From an optimization exercise on the open Yosys and OpenROAD flow, aimed at small area and a short achievable clock period; shortcuts taken in it are not production practice.
Only simulation tests tie the RTL to the original design; equivalence was not proved.
The flow treats the clock pin as an ideal source. Dropping or thinning the clock tree relies on that and would not hold on a real chip.
No activity file was given, so power comes from the tool's default toggle rates.

==> inputs of exp/raven <==
==> flow/design.v (excerpt) <==
module doubling_adder_top (
  input  logic                  clk,
  input  logic                  arst_n,
  input  logic                  in_valid,
  input  logic [64-1:0] a,
  input  logic [64-1:0] b,
  input  logic                  cin,
  output logic [64:0]   sum,
  output logic                  out_valid
);
  localparam int NS = 8;
  logic [64-1:0] s_d, s_q;   
  logic [NS-1:0]         gn_d, gn_q;   
  logic [NS-1:0]         pn_d, pn_q;   
  logic [64:0]   sum_d;
  logic [64:0]   sum_n;       
  logic                  valid_q;
  logic n1;
  logic n2;
  logic n3;
  logic n4;
  logic n5;
  logic n6;
  logic n7;
  logic n8;
  logic n9;
  logic n10;
  logic n11;
  logic n12;
  logic n13;
  logic n14;
  logic n15;
  logic n16;
  logic n17;
  logic n18;
  logic n19;
  logic n20;
  logic n21;
  logic n22;
  logic n23;
  logic n24;
  logic n25;
  logic n26;
  logic n27;
  logic n28;
  logic n29;
  logic n30;
  logic n31;
  logic n32;
  logic n33;
  logic n34;
  logic n35;
  logic n36;
  logic n37;
  logic n38;
  logic n39;
  logic n40;
  logic n41;
  logic n42;
  logic n43;
  logic n44;
  logic n45;
  logic n46;
  logic n47;
  logic n48;
  logic n49;
  logic n50;
  logic n51;
  logic n52;
  logic n53;
  logic n54;
  logic n55;
  logic n56;
  logic n57;
  logic n58;
  logic n59;
  logic n60;
  logic n61;
  logic n62;
  logic n63;
  logic n64;
  logic n65;
  logic n66;
  logic n67;
  logic n68;
  logic n69;
  logic n70;
  logic n71;
  logic n72;
  logic n73;
  logic n74;
  logic n75;
  logic n76;
  logic n77;
  logic n78;
  logic n79;
  logic n80;
  logic n81;
  logic n82;
  logic n83;
  logic n84;
  logic n85;
  logic n86;
  logic n87;
  logic n88;
  logic n89;
  logic n90;
  logic n91;
  logic n92;
  logic n93;
  logic n94;
  logic n95;
  logic n96;
  logic n97;
  logic n98;
  logic n99;
  logic n100;
  logic n101;
  logic n102;
  logic n103;
  logic n104;
  logic n105;
  logic n106;
  logic n107;
  logic n108;
  logic n109;
  logic n110;
  logic n111;
  logic n112;
  logic n113;
  logic n114;
  logic n115;
  logic n116;
  logic n117;
  logic n118;
  logic n119;
  logic n120;
  logic n121;
  logic n122;
  logic n123;
  logic n124;
  logic n125;
  logic n126;
  logic n127;
  logic n128;
  logic n129;
  logic n130;
  logic n131;
  logic n132;
  logic n133;
  ...
clock: 3.2 ns
lec_check: 0
cap_margin: 20
core_margin: 2
core_utilization: 65
hold_slack_margin: 0.05
place_density: 0.72
setup_slack_margin: 1.7
slew_margin: 20
synth_hierarchical: 1
synth_minimum_keep_size: 0
standard.sh (not shown) runs the stock make flow with config.mk's settings and CLKGATE_MAP_FILE= SYNTH_SCRIPT=/design/flow/synth_recipe.tcl, a recipe that flattens the netlist after the stock synthesis.
==> flow/flow/run.sh <==
#!/bin/bash
# Layout flow: the standard flow (standard.sh, unchanged synthesis) with
#  - the port buffers of buffer_ports set to the smallest buffer, which
#    repair_timing then sizes up where timing needs it (every port still gets
#    its own buffer);
#  - a small balanced clock tree (cts_tree.tcl) in place of TritonCTS: the clock
#    port drives four clock inverters, each driving two leaf clock inverters,
#    each leaf driving an eighth of the flip-flops (two inversions on every
#    path, so each acts as a buffer).
set -euo pipefail
HERE=$(cd "$(dirname "$0")" && pwd)
bash standard.sh finish BUFFER_PORTS_ARGS="-buffer_cell sky130_fd_sc_hd__buf_1" \
  PRE_CTS_TCL="$HERE/cts_tree.tcl" CTS_TOP_BUFS=4 CTS_LEAF_BUFS=2 \
  CTS_TOP_CELL=sky130_fd_sc_hd__clkinv_2 CTS_LEAF_CELL=sky130_fd_sc_hd__clkinv_8 \
  > standard_flow.log 2>&1
Other scripts of this flow, unchanged in this note and not shown: flow/flow/cts_tree.tcl
==> inputs of exp/yarrow, as changes to exp/raven <==
- SETUP_SLACK_MARGIN: 1.7 -> 1.72
- TNS_END_PERCENT: not set -> 40
==> inputs of exp/sierra, as changes to exp/raven <==
- SETUP_SLACK_MARGIN: 1.7 -> 1.72
==> comparison <==
Area after synthesis is the same in exp/raven and exp/sierra.
In exp/yarrow the routed wire length is smaller than in exp/raven, by 1.8%.
Clock skew, highest first: exp/yarrow, exp/sierra, exp/raven.
In sequential power, exp/sierra and exp/raven hardly differ.
In every run of this note, the design's own scripts or RTL, not TritonCTS, make the clock network.

==> separate check: timing with driven ports <==
No port has a modelled driver above. Below, the same layouts with a new extraction and two added sets of constraints.
Step 1 assumes that a clkbuf_16 drives the clock port and a buf_2 every other input.
Step 2 adds t to the input delays and takes it off the output delays; t is the mean of the earliest and latest rising clock arrival at the registers after step 1. Input paths then give back, and output paths get back, about the clock's delay inside the block.
Three values: no drivers, after step 1, after step 2; two values: the first two.
run	t, ns	slack for setup (ns)	hold slack, ns
exp/raven	0.340	1.732 / 1.655 / 1.452	0.415 / 0.361 / 0.457
exp/yarrow	0.338	1.709 / 1.633 / 1.457	0.356 / 0.307 / 0.460
exp/sierra	0.335	1.743 / 1.668 / 1.470	0.396 / 0.351 / 0.459
After both steps every run listed still meets setup and hold. The setup slack of exp/raven, which loses most, moves by -0.077 ns with the drivers and by -0.280 ns with both steps.
